Context: an optimization exercise on an open-source flow, tuned for small area, a short achievable clock period and few clock cycles per item. The choices shown serve that exercise and are no tape-out recipe.
At most, simulation tests tie the RTL to the original design; equivalence was not proved.
No activity file was given, so power comes from the tool's default toggle rates.

==> 06-17 <==
==> flow/design.v (excerpt) <==
module lc4_core
(
    input  logic        gwe,
    input  logic        i_arst_n,
    input  logic        i_insn_valid,
    input  logic [15:0] i_insn,
    output logic        o_insn_ready,
    output logic        o_ret_valid,
    input  logic        i_ret_ready,
    output logic [15:0] o_ret_insn,
    output logic        o_ret_we,
    output logic [2:0]  o_ret_wsel,
    output logic [15:0] o_ret_data,
    output logic [2:0]  o_ret_nzp
);
    logic        x_valid;
    logic [15:0] x_insn;
    logic [7:0]  x_rs_hot;
    logic [7:0]  x_rt_hot;
    logic [7:0]  y_rd_hot;
    logic [7:0]  x_rd_hot;
    logic [7:0]  xn_rs_hot;
    logic [7:0]  xn_rt_hot;
    logic [15:0] xn_insn;
    logic [7:0]  in_rs_hot;
    logic [7:0]  in_rt_hot;
    logic        in_use_a;
    logic        in_use_b;
    logic        h_xi_a;
    logic        h_xi_b;
    logic        h_yi_a;
    logic        h_yi_b;
    logic        h_yx_a;
    logic        h_yx_b;
    logic        x_go;
    logic        byp_a_f;
    logic        byp_b_f;
    logic        stall_f;
    logic        byp_a_h;
    logic        byp_b_h;
    logic        stall_h;
    logic        byp_a;
    logic        byp_b;
    logic        x_we;
    logic        x_mul;
    logic        x_use_a;
    logic        x_use_b;
    logic [15:0] rf_a;
    logic [15:0] rf_b;
    logic [15:0] a;
    logic [15:0] b;
    logic [15:0] x_s;
    logic [15:0] x_c;
    logic        stall;
    logic        y_free;
    logic        x_fire;
    logic        y_valid;
    logic [15:0] y_insn;
    logic [15:0] y_s;
    logic [15:0] y_c;
    logic        y_fwd;    
    logic        y_mw;     
    logic [15:0] y_sum;
    logic        y_zero;
    assign y_free       = ~y_valid | i_ret_ready;
    assign x_fire       = x_valid & y_free & ~stall;
    assign o_insn_ready = ~x_valid | (y_free & ~stall);
    insn_queue u_in (
        .gwe      (gwe),
        .i_arst_n (i_arst_n),
        .i_load   (o_insn_ready),
        .i_valid  (i_insn_valid),
        .i_insn   (i_insn),
        .o_valid  (x_valid),
        .o_insn   (x_insn),
        .o_rs_hot (x_rs_hot),
        .o_rt_hot (x_rt_hot),
        .o_nx_insn   (xn_insn),
        .o_nx_rs_hot (xn_rs_hot),
        .o_nx_rt_hot (xn_rt_hot),
        .o_in_rs_hot (in_rs_hot),
        .o_in_rt_hot (in_rt_hot)
    );
    lc4_decode u_idec (
        .i_insn  (i_insn),
        .o_we    (),
        .o_mul   (),
  ...
Settings: LEC_CHECK=0, ABC_AREA=1, CAP_MARGIN=20, CORE_MARGIN=2, CORE_UTILIZATION=40, PLACE_DENSITY=0.6, SLEW_MARGIN=20; clock period 8.2 ns.
run.sh (not shown) runs the stock make flow with config.mk's settings and CLKGATE_MAP_FILE= SYNTH_SCRIPT=/design/flow/synth_recipe.tcl, a recipe that flattens the netlist after the stock synthesis.
==> 06-08 (differences from 06-17) <==
--- a/flow/design.v
+++ b/flow/design.v
@@ -98,17 +98,15 @@
     input  logic [15:0] i_insn,
     output logic        o_valid,
     output logic [15:0] o_insn,
     output logic [7:0]  o_rs_hot,
     output logic [7:0]  o_rt_hot,
     output logic [15:0] o_nx_insn,
     output logic [7:0]  o_nx_rs_hot,
-    output logic [7:0]  o_nx_rt_hot,
-    output logic [7:0]  o_in_rs_hot,
-    output logic [7:0]  o_in_rt_hot
+    output logic [7:0]  o_nx_rt_hot
 );
     logic [2:0] bsel;
     logic [7:0] rs_hot;
     logic [7:0] rt_hot;
     assign bsel = (i_insn[15:12] == 4'b1101) ? i_insn[11:9] : i_insn[2:0];
     always_ff @(posedge gwe or negedge i_arst_n) begin
         if (!i_arst_n) begin
@@ -119,106 +117,99 @@
     end
     always_comb begin
         for (int i = 0; i < 8; i++) begin
             rs_hot[i] = (i_insn[8:6] == 3'(i));
             rt_hot[i] = (bsel == 3'(i));
         end
     end
-    assign o_in_rs_hot = rs_hot;
-    assign o_in_rt_hot = rt_hot;
     assign o_nx_insn   = i_load ? i_insn : o_insn;
     assign o_nx_rs_hot = i_load ? rs_hot : o_rs_hot;
     assign o_nx_rt_hot = i_load ? rt_hot : o_rt_hot;
     always_ff @(posedge gwe) begin
         o_insn   <= o_nx_insn;
         o_rs_hot <= o_nx_rs_hot;
         o_rt_hot <= o_nx_rt_hot;
     end
 endmodule
 `timescale 1ns/1ps
 module lc4_execute
 (
     input  logic [15:0] i_insn,
+    input  logic        i_mul,
     input  logic [15:0] i_a,
     input  logic [15:0] i_b,
     output logic [15:0] o_s,
     output logic [15:0] o_c
 );
-    logic        arith;
-    logic        logic_op;
-    logic        is_const;
-    logic        is_hiconst;
-    logic        is_sub;
-    logic        is_not;
-    logic        op_sum;
-    logic        op_mul;
-    logic        op_p;
-    logic        op_g;
     logic [15:0] imm5;
-    logic [15:0] immv;
-    logic [15:0] y;
-    logic [15:0] p;
-    logic [15:0] g;
+    logic [15:0] addend;
+    logic        is_sub;
     logic [15:0] sum;
     logic [15:0] ms;
     logic [15:0] mc;
-    assign arith      = (i_insn[15:14] == 2'b00);
-    assign logic_op   = (i_insn[15:14] == 2'b01);
-    assign is_const   = (i_insn[15:14] == 2'b10);
-    assign is_hiconst = (i_insn[15:14] == 2'b11);
-    assign is_sub     = arith & (i_insn[5:3] == 3'b010);
-    assign is_not     = logic_op & (i_insn[5:3] == 3'b001);
-    assign op_mul     = arith & (i_insn[5:3] == 3'b001);
-    assign op_sum     = arith & ~op_mul;
-    assign op_p       = logic_op & ~i_insn[5] & (i_insn[4:3] != 2'b00);
-    assign op_g       = logic_op & (i_insn[5] | ~i_insn[3]);
-    assign imm5 = {{11{i_insn[4]}}, i_insn[4:0]};
-    assign immv = is_const ? {{7{i_insn[8]}}, i_insn[8:0]} : {i_insn[7:0], 8'h00};
-    assign y = ((i_insn[5] ? imm5 : i_b) ^ {16{is_sub}}) | {16{is_not}};
-    lc4_add16 u_add (.i_a(i_a), .i_b(y), .i_cin(is_sub), .o_sum(sum), .o_p(p), .o_g(g));
+    logic [15:0] logic_res;
+    logic [15:0] alu;
+    assign imm5   = {{11{i_insn[4]}}, i_insn[4:0]};
+    assign is_sub = ~i_insn[5] & i_insn[4];
+    assign addend = i_insn[5] ? imm5 : (is_sub ? ~i_b : i_b);
+    lc4_add16 u_add (.i_a(i_a), .i_b(addend), .i_cin(is_sub), .o_sum(sum));
     lc4_mul16 u_mul (.i_a(i_a), .i_b(i_b), .o_s(ms), .o_c(mc));
-    assign o_s = (sum & {16{op_sum}}) | (p & {16{op_p}}) | (g & {16{op_g}}) |
-                 (ms & {16{op_mul}}) | (immv & {16{is_const | is_hiconst}}) |
-                 ({8'h00, i_b[7:0]} & {16{is_hiconst}});
-    assign o_c = mc & {16{op_mul}};
+    always_comb begin
+        if (i_insn[5]) begin
+            logic_res = i_a & imm5;
+        end else begin
+            case (i_insn[4:3])
+                2'd0:    logic_res = i_a & i_b;
+                2'd1:    logic_res = ~i_a;
+                2'd2:    logic_res = i_a | i_b;
+                default: logic_res = i_a ^ i_b;
+            endcase
+        end
+    end
+    always_comb begin
+        case (i_insn[15:14])
+            2'b00:   alu = sum;
+            2'b01:   alu = logic_res;
+            2'b10:   alu = {{7{i_insn[8]}}, i_insn[8:0]};
+            default: alu = {i_insn[7:0], i_b[7:0]};
+        endcase
+    end
+    assign o_s = i_mul ? ms : alu;
+    assign o_c = i_mul ? mc : 16'd0;
 endmodule
 module lc4_add16
 (
     input  logic [15:0] i_a,
     input  logic [15:0] i_b,
     input  logic        i_cin,
-    output logic [15:0] o_sum,
-    output logic [15:0] o_p,
-    output logic [15:0] o_g
+    output logic [15:0] o_sum
 );
     logic [15:0] p;
     logic [15:0] g;
     logic [15:0] gg;
     logic [15:0] pp;
     always_comb begin
         p  = i_a ^ i_b;
         g  = i_a & i_b;
+        g[0] = g[0] | (p[0] & i_cin);
         gg = g;
         pp = p;
-        gg[0] = g[0] | (p[0] & i_cin);
         for (int l = 0; l < 4; l++) begin
             for (int i = (2 << l) - 1; i < 16; i += (2 << l)) begin
                 gg[i] = gg[i] | (pp[i] & gg[i - (1 << l)]);
                 pp[i] = pp[i] & pp[i - (1 << l)];
             end
         end
         for (int l = 2; l >= 0; l--) begin
             for (int i = (3 << l) - 1; i < 16; i += (2 << l)) begin
                 gg[i] = gg[i] | (pp[i] & gg[i - (1 << l)]);
                 pp[i] = pp[i] & pp[i - (1 << l)];
             end
         end
         o_sum = p ^ {gg[14:0], i_cin};
-        o_p   = p;
-        o_g   = g;
     end
 endmodule
 module lc4_mul16
 (
     input  logic [15:0] i_a,
     input  logic [15:0] i_b,
     output logic [15:0] o_s,
@@ -680,43 +671,33 @@
     logic [7:0]  x_rs_hot;
     logic [7:0]  x_rt_hot;
     logic [7:0]  y_rd_hot;
     logic [7:0]  x_rd_hot;
     logic [7:0]  xn_rs_hot;
     logic [7:0]  xn_rt_hot;
     logic [15:0] xn_insn;
-    logic [7:0]  in_rs_hot;
-    logic [7:0]  in_rt_hot;
-    logic        in_use_a;
-    logic        in_use_b;
-    logic        h_xi_a;
-    logic        h_xi_b;
-    logic        h_yi_a;
-    logic        h_yi_b;
-    logic        h_yx_a;
-    logic        h_yx_b;
-    logic        x_go;
-    logic        byp_a_f;
-    logic        byp_b_f;
-    logic        stall_f;
-    logic        byp_a_h;
-    logic        byp_b_h;
-    logic        stall_h;
+    logic        xn_use_a;
+    logic        xn_use_b;
+    logic [7:0]  yn_rd_hot;
+    logic        yn_fwd;
+    logic        yn_mw;
     logic        byp_a;
     logic        byp_b;
     logic        x_we;
     logic        x_mul;
     logic        x_use_a;
     logic        x_use_b;
     logic [15:0] rf_a;
     logic [15:0] rf_b;
     logic [15:0] a;
     logic [15:0] b;
     logic [15:0] x_s;
     logic [15:0] x_c;
+    logic        hit_a;
+    logic        hit_b;
     logic        stall;
     logic        y_free;
     logic        x_fire;
     logic        y_valid;
     logic [15:0] y_insn;
     logic [15:0] y_s;
     logic [15:0] y_c;
@@ -735,24 +716,22 @@
         .i_insn   (i_insn),
         .o_valid  (x_valid),
         .o_insn   (x_insn),
         .o_rs_hot (x_rs_hot),
         .o_rt_hot (x_rt_hot),
         .o_nx_insn   (xn_insn),
         .o_nx_rs_hot (xn_rs_hot),
-        .o_nx_rt_hot (xn_rt_hot),
-        .o_in_rs_hot (in_rs_hot),
-        .o_in_rt_hot (in_rt_hot)
+        .o_nx_rt_hot (xn_rt_hot)
     );
-    lc4_decode u_idec (
-        .i_insn  (i_insn),
+    lc4_decode u_ndec (
+        .i_insn  (xn_insn),
         .o_we    (),
         .o_mul   (),
-        .o_use_a (in_use_a),
-        .o_use_b (in_use_b)
+        .o_use_a (xn_use_a),
+        .o_use_b (xn_use_b)
     );
     lc4_decode u_xdec (
         .i_insn  (x_insn),
         .o_we    (x_we),
         .o_mul   (x_mul),
         .o_use_a (x_use_a),
         .o_use_b (x_use_b)
@@ -770,43 +749,35 @@
     );
     always_comb begin
         for (int i = 0; i < 8; i++) begin
             y_rd_hot[i] = (y_insn[11:9] == 3'(i));
             x_rd_hot[i] = (x_insn[11:9] == 3'(i));
         end
     end
-    assign h_xi_a = |(x_rd_hot & in_rs_hot);
-    assign h_xi_b = |(x_rd_hot & in_rt_hot);
-    assign h_yi_a = |(y_rd_hot & in_rs_hot);
-    assign h_yi_b = |(y_rd_hot & in_rt_hot);
-    assign h_yx_a = |(y_rd_hot & x_rs_hot);
-    assign h_yx_b = |(y_rd_hot & x_rt_hot);
-    assign x_go    = x_valid & ~stall;
-    assign byp_a_f = x_go & x_we & ~x_mul & h_xi_a;
-    assign byp_b_f = x_go & x_we & ~x_mul & h_xi_b;
-    assign stall_f = x_go & x_mul & ((h_xi_a & in_use_a) | (h_xi_b & in_use_b));
-    assign byp_a_h = y_fwd & (x_valid ? h_yx_a : h_yi_a);
-    assign byp_b_h = y_fwd & (x_valid ? h_yx_b : h_yi_b);
-    assign stall_h = y_mw & (x_valid ? ((h_yx_a & x_use_a) | (h_yx_b & x_use_b))
-                                     : ((h_yi_a & in_use_a) | (h_yi_b & in_use_b)));
+    assign yn_fwd    = y_free ? (x_fire & x_we & ~x_mul) : y_fwd;
+    assign yn_mw     = y_free ? (x_fire & x_mul) : y_mw;
+    assign yn_rd_hot = y_free ? x_rd_hot : y_rd_hot;
+    assign hit_a     = |(yn_rd_hot & xn_rs_hot);
+    assign hit_b     = |(yn_rd_hot & xn_rt_hot);
     always_ff @(posedge gwe) begin
-        byp_a <= y_free ? byp_a_f : byp_a_h;
-        byp_b <= y_free ? byp_b_f : byp_b_h;
+        byp_a <= yn_fwd & hit_a;
+        byp_b <= yn_fwd & hit_b;
     end
     always_ff @(posedge gwe or negedge i_arst_n) begin
         if (!i_arst_n) begin
             stall <= 1'b0;
         end else begin
-            stall <= y_free ? stall_f : stall_h;
+            stall <= yn_mw & ((hit_a & xn_use_a) | (hit_b & xn_use_b));
         end
     end
     assign a = byp_a ? y_s : rf_a;
     assign b = byp_b ? y_s : rf_b;
     lc4_execute u_alu (
         .i_insn (x_insn),
+        .i_mul  (x_mul),
         .i_a    (a),
         .i_b    (b),
         .o_s    (x_s),
         .o_c    (x_c)
     );
     always_ff @(posedge gwe or negedge i_arst_n) begin
         if (!i_arst_n) begin
@@ -822,15 +793,15 @@
     always_ff @(posedge gwe) begin
         if (y_free) begin
             y_insn <= x_insn;
             y_s    <= x_s;
             y_c    <= x_c;
         end
     end
-    lc4_add16 u_cpa (.i_a(y_s), .i_b(y_c), .i_cin(1'b0), .o_sum(y_sum), .o_p(), .o_g());
+    lc4_add16 u_cpa (.i_a(y_s), .i_b(y_c), .i_cin(1'b0), .o_sum(y_sum));
     assign y_zero = &(~(y_s ^ y_c ^ {y_s[14:0] | y_c[14:0], 1'b0}));
     assign o_ret_valid = y_valid;
     assign o_ret_insn  = y_insn;
     assign o_ret_we    = y_fwd | y_mw;
     assign o_ret_wsel  = y_insn[11:9];
     assign o_ret_data  = y_sum;
     assign o_ret_nzp   = {y_sum[15], y_zero, ~y_sum[15] & ~y_zero};
==> flow/config.mk (replaced) <==
export PLATFORM = sky130hd
export DESIGN_NAME = lc4_core
export DESIGN_NICKNAME = lc4_core
export VERILOG_FILES = /design/flow/design.v
export SDC_FILE = /design/flow/constraint.sdc
export NUM_CORES = 4
export LEC_CHECK = 0
export CAP_MARGIN = 20
export CORE_MARGIN = 2
export CORE_UTILIZATION = 65
export PLACE_DENSITY = 0.8
export SLEW_MARGIN = 20
==> 03-11 (differences from 06-17) <==
--- a/flow/config.mk
+++ b/flow/config.mk
@@ -6,8 +6,10 @@
 export NUM_CORES = 4
 export LEC_CHECK = 0
 export ABC_AREA = 1
 export CAP_MARGIN = 20
 export CORE_MARGIN = 2
 export CORE_UTILIZATION = 40
 export PLACE_DENSITY = 0.6
+export SETUP_SLACK_MARGIN = 3.0
 export SLEW_MARGIN = 20
+export TNS_END_PERCENT = 0
==> 04-14 (differences from 06-17) <==
--- a/flow/config.mk
+++ b/flow/config.mk
@@ -6,8 +6,10 @@
 export NUM_CORES = 4
 export LEC_CHECK = 0
 export ABC_AREA = 1
 export CAP_MARGIN = 20
 export CORE_MARGIN = 2
 export CORE_UTILIZATION = 40
 export PLACE_DENSITY = 0.6
+export SETUP_SLACK_MARGIN = 4.5
 export SLEW_MARGIN = 20
+export TNS_END_PERCENT = 0
==> impl_results.md <==
- Syn avg cell area: 8.641 um2
- R2r endpoint: y_s[12]
- Buf/Inv on CP: 4
- Status: no timing/DRC/antenna violations
- Iteration-0 DRC Markers: 1371
- Max stage delay on crit path: 0.56 ns
- # fillers: 3426
- Comb pwr: 5.49 mW
- Routed WL: 50120 um
- Switching Share: 47.23%
- Clock Power: 1.32 mW
- # rows: 70
- Final nets: 1943
- Placed cell count: 2208
- Clock power frac: 15.5%
- Most common cell on crit path: fa_1
That was 03-11.
==> impl_results.md <==
- Clock Power: 1.08 mW
- Clock Latency Late Sink: 0.54 ns
- Min Hold Slack: 0.4561 ns
- Buf/Inv on CP: 4
- First-pass GRT wire length: 75510 um
- Placed cell count: 2209
- # fillers: 3405
- Final nets: 1967
- Routed WL: 50880 um
- # rows: 70
- Switching Share: 48.20%
- Number of buffers created by CTS: 24
- Clock power frac: 13.0%
- Status: no timing/DRC/antenna violations
- Comb pwr: 5.56 mW
- Top cell type by total area after synthesis: edfxtp_1
- Iteration-0 DRC Markers: 1611
- Fraction of area in multi-input gates: 43.43%
- Max stage delay on crit path: 0.48 ns
That was 04-14.
==> impl_results.md <==
- Status: no timing/DRC/antenna violations
- Power Dens Cells: 394.1 nW/um2
- R2r endpoint: y_s[15]
- Most common cell on crit path: clkdlybuf4s50_1
- Final nets: 1675
- # rows: 56
- Syn avg cell area: 10.25 um2
- Seq cells post-synth: 214
- NonClk Buf Share: 4.978%
- Sw power: 3.017 mW
- Clock Power: 1.01 mW
- Placed cell count: 1815
- Routed WL: 48520 um
- P_int: 3.699 mW
- Clock power frac: 15.1%
- Buf/Inv on CP: 3
- Iteration-0 DRC Markers: 2087
- PortBufs: 60
- # fillers: 1738
- Comb pwr: 4.05 mW
That was 06-08.
==> impl_results.md <==
- Status: no timing/DRC/antenna violations
- Clock Power: 1.32 mW
- Syn avg cell area: 8.641 um2
- Clock power frac: 15.7%
- R2r endpoint: y_s[12]
- Met3 usage: 3.295%
- Routed WL: 49150 um
- NonClk Buf Share: 4.439%
- Placed cell count: 2208
- Final nets: 1894
- Switching Share: 47.23%
- # rows: 70
- # fillers: 3451
- Iteration-0 DRC Markers: 1353
- Most frequent cell after synthesis: nand2_1
- DR WL met3: 4633 um
- Most common cell on crit path: inv_1
That was 06-17.
Testbench counts of 06-17, summed over its fixed seeds: cycles 16,336, items 16,000.
Testbench counts of 03-11, summed over its fixed seeds: cycles 16,336, items 16,000.
Testbench counts of 04-14, summed over its fixed seeds: cycles 16,336, items 16,000.
Function not checked in 06-08: the RTL went through the layout flow alone.

-- re-timing with driven ports --
Ports are ideal in the flow. The routed layouts listed here were re-timed in OpenROAD.
Step 1, drivers: a clkbuf_16 drives gwe and a buf_2 each remaining input, both assumed.
Step 2 adds t to the input delays and takes it off the output delays; t is the mean of the earliest and latest rising clock arrival at the registers after step 1. Input paths then give back, and output paths get back, about the clock's delay inside the block.
a / b / c = no drivers / after step 1 / after step 2; a / b = the first two.
| run | t, ns | slack for setup (ns) | worst slew at a driven data input, ns |
|---|---|---|---|
| 06-17 | 0.600 | 1.922 / 1.869 / 2.054 | 0.03 |
| 06-08 | 0.547 | 1.799 / 1.778 / 1.778 | 0.04 |
| 03-11 | 0.597 | 2.920 / 2.920 / 2.920 | 0.03 |
| 04-14 | 0.573 | 3.239 / 3.192 / 3.216 | 0.04 |
After both steps setup and hold are still met in every run listed. For 04-14, which loses most, drivers alone change the setup slack by -0.047 ns; drivers and shift together by -0.023 ns.
